This design comes from an exercise in tuning for small area on the open sky130 flow, not from production work. The RTL was checked by simulation tests, not by an equivalence proof against the original design. Power is estimated from default activity; no workload was simulated.

Setup of job 2385:
==> flow/design.v <==
package period_meter_pkg;
    localparam int unsigned CNT_W_DEF = 16;
    localparam logic [CNT_W_DEF-1:0] CNT_MAX = {CNT_W_DEF{1'b1}};
endpackage
module period_meter_ch #(
    parameter int unsigned CNT_W = period_meter_pkg::CNT_W_DEF
) (
    input  logic             clk_i,
    input  logic             rst_i,
    input  logic             blk_i,
    input  logic             sig_i,
    output logic [CNT_W-1:0] per_o,
    output logic [CNT_W-1:0] high_o,
    output logic             lat_o,
    output logic             stall_o
);
    logic             s1_q, s2_q, s3_q;
    logic             run_q, stall_q, lat_q;
    logic [CNT_W-1:0] cnt_q, cnt_d;
    logic [CNT_W-1:0] hcap_q;
    logic [CNT_W-1:0] per_q, high_q;
    logic             rise;
    logic             inc;
    assign rise  = s2_q & ~s3_q;
    assign inc   = ~stall_q;
    for (genvar i = 0; i < CNT_W; i++) begin : gen_cnt
        if (i == 0) begin : g0
            assign cnt_d[i] = rise | (cnt_q[i] ^ inc);
        end else begin : gi
            assign cnt_d[i] = ~rise & (cnt_q[i] ^ (inc & (&cnt_q[i-1:0])));
        end
    end
    always_ff @(posedge clk_i) begin
        s1_q <= sig_i & ~rst_i;
        s2_q <= s1_q;
        s3_q <= s2_q;
    end
    always_ff @(posedge clk_i) begin
        cnt_q <= cnt_d;
        if (s2_q) hcap_q <= cnt_d;
        if (rise) per_q <= cnt_q;
        if (rise && run_q) high_q <= hcap_q;
    end
    always_ff @(posedge clk_i) begin
        if (rst_i) begin
            run_q   <= 1'b0;
            stall_q <= 1'b0;
            lat_q   <= 1'b0;
        end else begin
            run_q   <= run_q | (rise & ~blk_i);
            stall_q <= ~rise & (stall_q | (run_q & (cnt_q == {{(CNT_W-1){1'b1}}, 1'b0})));
            lat_q   <= lat_q | (rise & run_q);
        end
    end
    assign per_o   = per_q;
    assign high_o  = high_q;
    assign lat_o   = lat_q;
    assign stall_o = stall_q;
endmodule
module multi_period_meter #(
    parameter int unsigned NB_CH = 24,
    parameter int unsigned CNT_W = period_meter_pkg::CNT_W_DEF,
    parameter int unsigned CH_W  = (NB_CH > 1) ? $clog2(NB_CH) : 1
) (
    input  logic             ClkIn,
    input  logic             Reset,
    input  logic [NB_CH-1:0] SigIn,
    input  logic             RdReq,
    input  logic [CH_W-1:0]  RdChan,
    output logic             RdAck,
    output logic [CNT_W-1:0] RdPeriod,
    output logic [CNT_W-1:0] RdHigh,
    output logic             RdValid,
    output logic             RdOvf
);
    logic [CNT_W-1:0] ch_per  [NB_CH];
    logic [CNT_W-1:0] ch_high [NB_CH];
    logic [NB_CH-1:0] ch_lat;
    logic [NB_CH-1:0] ch_stall;
    logic blk_q;
    always_ff @(posedge ClkIn) blk_q <= Reset;
    for (genvar g = 0; g < NB_CH; g++) begin : gen_ch
        period_meter_ch #(
            .CNT_W (CNT_W)
        ) u_ch (
            .clk_i    (ClkIn),
            .rst_i    (Reset),
            .blk_i    (blk_q),
            .sig_i    (SigIn[g]),
            .per_o    (ch_per[g]),
            .high_o   (ch_high[g]),
            .lat_o    (ch_lat[g]),
            .stall_o  (ch_stall[g])
        );
    end
    logic [CNT_W-1:0] sel_per;
    logic [CNT_W-1:0] sel_high;
    logic             sel_lat;
    logic             sel_stall;
    always_comb begin
        sel_per   = '0;
        sel_high  = '0;
        sel_lat   = 1'b0;
        sel_stall = 1'b0;
        for (int i = 0; i < NB_CH; i++) begin
            if (RdChan == CH_W'(i)) begin
                sel_per   = sel_per   | ch_per[i];
                sel_high  = sel_high  | ch_high[i];
                sel_lat   = sel_lat   | ch_lat[i];
                sel_stall = sel_stall | ch_stall[i];
            end
        end
    end
    logic             rd_ack_q;
    logic [CNT_W-1:0] rd_period_q;
    logic [CNT_W-1:0] rd_high_q;
    logic             rd_valid_q;
    logic             rd_ovf_q;
    always_ff @(posedge ClkIn) begin
        if (Reset) begin
            rd_ack_q    <= 1'b0;
            rd_period_q <= '0;
            rd_high_q   <= '0;
            rd_valid_q  <= 1'b0;
            rd_ovf_q    <= 1'b0;
        end else begin
            rd_ack_q <= RdReq;
            if (RdReq) begin
                rd_period_q <= sel_lat ? sel_per  : '0;
                rd_high_q   <= sel_lat ? sel_high : '0;
                rd_valid_q  <= sel_lat & ~sel_stall;
                rd_ovf_q    <= sel_stall;
            end
        end
    end
    assign RdAck    = rd_ack_q;
    assign RdPeriod = rd_period_q;
    assign RdHigh   = rd_high_q;
    assign RdValid  = rd_valid_q;
    assign RdOvf    = rd_ovf_q;
endmodule
Settings: LEC_CHECK=0, CAP_MARGIN=20, CORE_MARGIN=2, CORE_UTILIZATION=50, CTS_BUF_LIST=sky130_fd_sc_hd__clkbuf_8, CTS_CLUSTER_DIAMETER=70, CTS_CLUSTER_SIZE=16, GPL_TIMING_DRIVEN=0, SLEW_MARGIN=20; clock period 5.0 ns.
standard.sh (not shown) runs the stock make flow with config.mk's settings and CLKGATE_MAP_FILE= SYNTH_SCRIPT=/design/flow/synth_recipe.tcl, a recipe that flattens the netlist after the stock synthesis.
==> flow/flow/run.sh <==
#!/bin/bash
# The standard layout (standard.sh), with two changes made through the
# environment that ORFS reads:
#   - CTS without dummy loads (same clustering and buffer as config.mk);
#   - the port buffers are the smallest buffer, sky130_fd_sc_hd__buf_1.
# standard.sh's full output (synthesis through the final report) is in
# standard.log here; ORFS's per-step logs are under orfs/logs/.
set -o pipefail
export CTS_ARGS="-sink_clustering_enable -repair_clock_nets -buf_list sky130_fd_sc_hd__clkbuf_8 -sink_clustering_size 16 -sink_clustering_max_diameter 70 -dont_use_dummy_load"
export BUFFER_PORTS_ARGS="-buffer_cell sky130_fd_sc_hd__buf_1"
bash standard.sh > standard.log 2>&1
Modified inputs, job 1009 compared to job 2385
==> flow/design.v, changed modules only <==
module period_meter_ch #(
    parameter int unsigned CNT_W = period_meter_pkg::CNT_W_DEF
) (
    input  logic             clk_i,
    input  logic             rst_i,
    input  logic             blk_i,
    input  logic             sig_i,
    output logic [CNT_W-1:0] per_o,
    output logic [CNT_W-1:0] high_o,
    output logic             lat_o,
    output logic             stall_o
);
    logic             s1_q, s2_q, s3_q;
    logic             run_q, stall_q, lat_q;
    logic [CNT_W-1:0] cnt_q, cnt_d;
    logic [CNT_W-1:0] hcap_q;
    logic [CNT_W-1:0] per_q, high_q;
    logic             rise;
    logic             inc;
    assign rise  = s2_q & ~s3_q;
    assign inc   = ~stall_q;
    assign cnt_d = rise ? CNT_W'(1) : cnt_q + CNT_W'(inc);
    always_ff @(posedge clk_i) begin
        s1_q <= sig_i & ~rst_i;
        s2_q <= s1_q;
        s3_q <= s2_q;
    end
    always_ff @(posedge clk_i) begin
        cnt_q <= cnt_d;
        if (s2_q) hcap_q <= cnt_d;
        if (rise) per_q <= cnt_q;
        if (rise) high_q <= hcap_q;
    end
    always_ff @(posedge clk_i) begin
        if (rst_i) begin
            run_q   <= 1'b0;
            stall_q <= 1'b0;
            lat_q   <= 1'b0;
        end else begin
            run_q   <= run_q | (rise & ~blk_i);
            stall_q <= ~rise & (stall_q | (run_q & (cnt_q == {{(CNT_W-1){1'b1}}, 1'b0})));
            lat_q   <= lat_q | (rise & run_q);
        end
    end
    assign per_o   = per_q;
    assign high_o  = high_q;
    assign lat_o   = lat_q;
    assign stall_o = stall_q;
endmodule
[summary]
Compound-gate portion of the synthesized area in job 1009 is 0.89 points higher than in job 2385
Looking at area of the multi-input gates, job 1009 sits about 3% higher than job 2385 does.
A startpoint of the most critical setup path of RdChan[4] is what job 1009 shows, while RdChan[3] belongs to job 2385.
What job 2385 reported for wire length of the first global-routing pass has to be multiplied by 1.09 to get the figure for job 1009.
Job 1009 against job 2385: per-cell via count in the routed design now larger, iteration count of the initial detailed-routing pass now larger, via count of the first global-routing pass now larger.
Delta (job 1009 minus job 2385): net switching power now larger, signal arrival time at the worst endpoint now larger, hold slack now larger, die height now larger.
Job 1009: design area 1.5% above job 2385
Comparing slew of the pin with the lowest slew margin for job 2385 and job 1009, the smaller number came from job 2385.

* * *

multi_period_meter, a different RTL version from the one above (not shown whole).
Size: about 4,000 cells after synthesis, about 67 I/O pins, ~60,000 um2 of cells after synthesis.
==> module period_meter_ch, before the edit <==
module period_meter_ch #(
    parameter int unsigned CNT_W = period_meter_pkg::CNT_W_DEF
) (
    input  logic             clk_i,
    input  logic             rst_i,
    input  logic             blk_i,
    input  logic             sig_i,
    output logic [CNT_W-1:0] per_o,
    output logic [CNT_W-1:0] high_o,
    output logic             lat_o,
    output logic             stall_o
);
    logic             s1_q, s2_q, s3_q;
    logic             run_q, stall_q, lat_q;
    logic [CNT_W-1:0] cnt_q, cnt_d;
    logic [CNT_W-1:0] hcap_q;
    logic [CNT_W-1:0] per_q, high_q;
    logic             rise;
    logic             inc;
    assign rise  = s2_q & ~s3_q;
    assign inc   = ~stall_q;
    for (genvar i = 0; i < CNT_W; i++) begin : gen_cnt
        if (i == 0) begin : g0
            assign cnt_d[i] = rise | (cnt_q[i] ^ inc);
        end else begin : gi
            assign cnt_d[i] = ~rise & (cnt_q[i] ^ (inc & (&cnt_q[i-1:0])));
        end
    end
    always_ff @(posedge clk_i) begin
        s1_q <= sig_i & ~rst_i;
        s2_q <= s1_q;
        s3_q <= s2_q;
    end
    always_ff @(posedge clk_i) begin
        cnt_q <= cnt_d;
        if (s2_q) hcap_q <= cnt_d;
        if (rise) per_q <= cnt_q;
        if (rise) high_q <= hcap_q;
    end
    always_ff @(posedge clk_i) begin
        if (rst_i) begin
            run_q   <= 1'b0;
            stall_q <= 1'b0;
            lat_q   <= 1'b0;
        end else begin
            run_q   <= run_q | (rise & ~blk_i);
            stall_q <= ~rise & (stall_q | (run_q & (cnt_q == {{(CNT_W-1){1'b1}}, 1'b0})));
            lat_q   <= lat_q | (rise & run_q);
        end
    end
    assign per_o   = per_q;
    assign high_o  = high_q;
    assign lat_o   = lat_q;
    assign stall_o = stall_q;
endmodule
==> module multi_period_meter, before the edit <==
module multi_period_meter #(
    parameter int unsigned NB_CH = 24,
    parameter int unsigned CNT_W = period_meter_pkg::CNT_W_DEF,
    parameter int unsigned CH_W  = (NB_CH > 1) ? $clog2(NB_CH) : 1
) (
    input  logic             ClkIn,
    input  logic             Reset,
    input  logic [NB_CH-1:0] SigIn,
    input  logic             RdReq,
    input  logic [CH_W-1:0]  RdChan,
    output logic             RdAck,
    output logic [CNT_W-1:0] RdPeriod,
    output logic [CNT_W-1:0] RdHigh,
    output logic             RdValid,
    output logic             RdOvf
);
    logic [CNT_W-1:0] ch_per  [NB_CH];
    logic [CNT_W-1:0] ch_high [NB_CH];
    logic [NB_CH-1:0] ch_lat;
    logic [NB_CH-1:0] ch_stall;
    logic blk_q;
    always_ff @(posedge ClkIn) blk_q <= Reset;
    for (genvar g = 0; g < NB_CH; g++) begin : gen_ch
        period_meter_ch #(
            .CNT_W (CNT_W)
        ) u_ch (
            .clk_i    (ClkIn),
            .rst_i    (Reset),
            .blk_i    (blk_q),
            .sig_i    (SigIn[g]),
            .per_o    (ch_per[g]),
            .high_o   (ch_high[g]),
            .lat_o    (ch_lat[g]),
            .stall_o  (ch_stall[g])
        );
    end
    logic [CNT_W-1:0] sel_per;
    logic [CNT_W-1:0] sel_high;
    logic             sel_lat;
    logic             sel_stall;
    always_comb begin
        sel_per   = '0;
        sel_high  = '0;
        sel_lat   = 1'b0;
        sel_stall = 1'b0;
        for (int i = 0; i < NB_CH; i++) begin
            if (RdChan == CH_W'(i)) begin
                sel_per   = sel_per   | ch_per[i];
                sel_high  = sel_high  | ch_high[i];
                sel_lat   = sel_lat   | ch_lat[i];
                sel_stall = sel_stall | ch_stall[i];
            end
        end
    end
    logic             rd_ack_q;
    logic [CNT_W-1:0] rd_period_q;
    logic [CNT_W-1:0] rd_high_q;
    logic             rd_valid_q;
    logic             rd_ovf_q;
    always_ff @(posedge ClkIn) begin
        if (Reset) begin
            rd_ack_q    <= 1'b0;
            rd_period_q <= '0;
            rd_high_q   <= '0;
            rd_valid_q  <= 1'b0;
            rd_ovf_q    <= 1'b0;
        end else begin
            rd_ack_q <= RdReq;
            if (RdReq) begin
                rd_period_q <= sel_lat ? sel_per  : '0;
                rd_high_q   <= sel_lat ? sel_high : '0;
                rd_valid_q  <= sel_lat & ~sel_stall;
                rd_ovf_q    <= sel_stall;
            end
        end
    end
    assign RdAck    = rd_ack_q;
    assign RdPeriod = rd_period_q;
    assign RdHigh   = rd_high_q;
    assign RdValid  = rd_valid_q;
    assign RdOvf    = rd_ovf_q;
endmodule
==> flow/config.mk <==
export PLATFORM = sky130hd
export DESIGN_NAME = multi_period_meter
export DESIGN_NICKNAME = multi_period_meter
export VERILOG_FILES = /design/flow/design.v
export SDC_FILE = /design/flow/constraint.sdc
export NUM_CORES = 4
export LEC_CHECK = 0
export CAP_MARGIN = 20
export CORE_MARGIN = 2
export CORE_UTILIZATION = 50
export CTS_BUF_LIST = sky130_fd_sc_hd__clkbuf_8
export CTS_CLUSTER_DIAMETER = 70
export CTS_CLUSTER_SIZE = 16
export GPL_TIMING_DRIVEN = 0
export SLEW_MARGIN = 20
==> flow/constraint.sdc <==
create_clock -name core_clock -period 5.0 [get_ports {ClkIn}]
set_input_delay 1.0000 -clock core_clock [delete_from_list [all_inputs] [get_ports {ClkIn}]]
set_output_delay 1.0000 -clock core_clock [all_outputs]
set_load 0.01 [all_outputs]
Scripts as last shown in full above: flow/flow/run.sh
Change:
--- a/flow/design.v
+++ b/flow/design.v
@@ -6,57 +6,60 @@
     parameter int unsigned CNT_W = period_meter_pkg::CNT_W_DEF
 ) (
     input  logic             clk_i,
     input  logic             rst_i,
-    input  logic             blk_i,
     input  logic             sig_i,
     output logic [CNT_W-1:0] per_o,
     output logic [CNT_W-1:0] high_o,
     output logic             lat_o,
     output logic             stall_o
 );
     logic             s1_q, s2_q, s3_q;
-    logic             run_q, stall_q, lat_q;
+    logic             run_q, lat_q;
+    logic             sat, stall;
     logic [CNT_W-1:0] cnt_q, cnt_d;
     logic [CNT_W-1:0] hcap_q;
     logic [CNT_W-1:0] per_q, high_q;
     logic             rise;
     logic             inc;
     assign rise  = s2_q & ~s3_q;
-    assign inc   = ~stall_q;
+    assign sat   = &cnt_q;
+    assign stall = run_q & sat;
+    assign inc   = ~sat;
+    logic [CNT_W:0] cy;
+    assign cy[0] = inc;
     for (genvar i = 0; i < CNT_W; i++) begin : gen_cnt
+        assign cy[i+1] = cy[i] & cnt_q[i];
         if (i == 0) begin : g0
-            assign cnt_d[i] = rise | (cnt_q[i] ^ inc);
+            assign cnt_d[i] = rise | (cnt_q[i] ^ cy[i]);
         end else begin : gi
-            assign cnt_d[i] = ~rise & (cnt_q[i] ^ (inc & (&cnt_q[i-1:0])));
+            assign cnt_d[i] = ~(rise | (cnt_q[i] ~^ cy[i]));
         end
     end
     always_ff @(posedge clk_i) begin
         s1_q <= sig_i & ~rst_i;
-        s2_q <= s1_q;
+        s2_q <= s1_q & ~rst_i;
         s3_q <= s2_q;
     end
     always_ff @(posedge clk_i) begin
         cnt_q <= cnt_d;
         if (s2_q) hcap_q <= cnt_d;
         if (rise) per_q <= cnt_q;
-        if (rise) high_q <= hcap_q;
+        if (rise && run_q) high_q <= hcap_q;
     end
     always_ff @(posedge clk_i) begin
         if (rst_i) begin
             run_q   <= 1'b0;
-            stall_q <= 1'b0;
             lat_q   <= 1'b0;
         end else begin
-            run_q   <= run_q | (rise & ~blk_i);
-            stall_q <= ~rise & (stall_q | (run_q & (cnt_q == {{(CNT_W-1){1'b1}}, 1'b0})));
+            run_q   <= run_q | rise;
             lat_q   <= lat_q | (rise & run_q);
         end
     end
     assign per_o   = per_q;
     assign high_o  = high_q;
     assign lat_o   = lat_q;
-    assign stall_o = stall_q;
+    assign stall_o = stall;
 endmodule
 module multi_period_meter #(
     parameter int unsigned NB_CH = 24,
     parameter int unsigned CNT_W = period_meter_pkg::CNT_W_DEF,
@@ -76,17 +79,14 @@
     logic [CNT_W-1:0] ch_per  [NB_CH];
     logic [CNT_W-1:0] ch_high [NB_CH];
     logic [NB_CH-1:0] ch_lat;
     logic [NB_CH-1:0] ch_stall;
-    logic blk_q;
-    always_ff @(posedge ClkIn) blk_q <= Reset;
     for (genvar g = 0; g < NB_CH; g++) begin : gen_ch
         period_meter_ch #(
             .CNT_W (CNT_W)
         ) u_ch (
             .clk_i    (ClkIn),
             .rst_i    (Reset),
-            .blk_i    (blk_q),
             .sig_i    (SigIn[g]),
             .per_o    (ch_per[g]),
             .high_o   (ch_high[g]),
             .lat_o    (ch_lat[g]),
@@ -115,23 +115,18 @@
     logic [CNT_W-1:0] rd_period_q;
     logic [CNT_W-1:0] rd_high_q;
     logic             rd_valid_q;
     logic             rd_ovf_q;
+    logic rd_load, rd_keep;
+    assign rd_load = RdReq | Reset;
+    assign rd_keep = sel_lat & ~Reset;
     always_ff @(posedge ClkIn) begin
-        if (Reset) begin
-            rd_ack_q    <= 1'b0;
-            rd_period_q <= '0;
-            rd_high_q   <= '0;
-            rd_valid_q  <= 1'b0;
-            rd_ovf_q    <= 1'b0;
-        end else begin
-            rd_ack_q <= RdReq;
-            if (RdReq) begin
-                rd_period_q <= sel_lat ? sel_per  : '0;
-                rd_high_q   <= sel_lat ? sel_high : '0;
-                rd_valid_q  <= sel_lat & ~sel_stall;
-                rd_ovf_q    <= sel_stall;
-            end
+        rd_ack_q <= RdReq & ~Reset;
+        if (rd_load) begin
+            rd_period_q <= rd_keep ? sel_per  : '0;
+            rd_high_q   <= rd_keep ? sel_high : '0;
+            rd_valid_q  <= rd_keep & ~sel_stall;
+            rd_ovf_q    <= sel_stall & ~Reset;
         end
     end
     assign RdAck    = rd_ack_q;
     assign RdPeriod = rd_period_q;
Sequential power went down by about 2%.
Sequential share of layout area went up by 0.97 points.
Setup slack loses 1000 ps.
Cell count went down by 10%.
First-iteration DRC count went down by 0.43%.
Clock skew went up by 17 ps.
Power went down by 3.0%.

==> what the ideal ports hide <==
In the flow no input, the clock included, has a driving cell. The finished layouts below were timed again as built, in two steps.
Step 1 (the two cells are an assumption about what drives the block):
set clk [get_ports {ClkIn}]
set_driving_cell -lib_cell sky130_fd_sc_hd__clkbuf_16 $clk
set_driving_cell -lib_cell sky130_fd_sc_hd__buf_2 [delete_from_list [all_inputs] $clk]
Step 2 times the ports against the registers' clock, not the clock port: input delays grow and output delays shrink by t, the midpoint of the rising clock arrivals with the driver on.
a / b / c = no drivers / after step 1 / after step 2; a / b = the first two.
| run | t (ns) | slack for setup (ns) | clock arrival spread, ns | slew at the worst register clock pin (ns) |
|---|---|---|---|---|
| job 2385 | 0.895 | 0.857 / 0.849 / -0.046 | 0.101 / 0.102 | 0.11 / 0.11 |
| job 1009 | 0.936 | 0.666 / 0.715 / -0.221 | 0.115 / 0.114 | 0.12 / 0.12 |
| the first run of note 2 | 0.924 | 1.125 / 1.177 / 0.253 | 0.099 / 0.100 | 0.11 / 0.11 |
| the second run of note 2 | 0.854 | 0.109 / 0.109 / 0.109 | 0.113 / 0.113 | 0.11 / 0.11 |
With both steps, setup timing fails in job 2385 and job 1009, where it was met with ideal ports. For job 2385, which loses most, drivers alone change the setup slack by -0.008 ns; drivers and shift together by -0.903 ns.
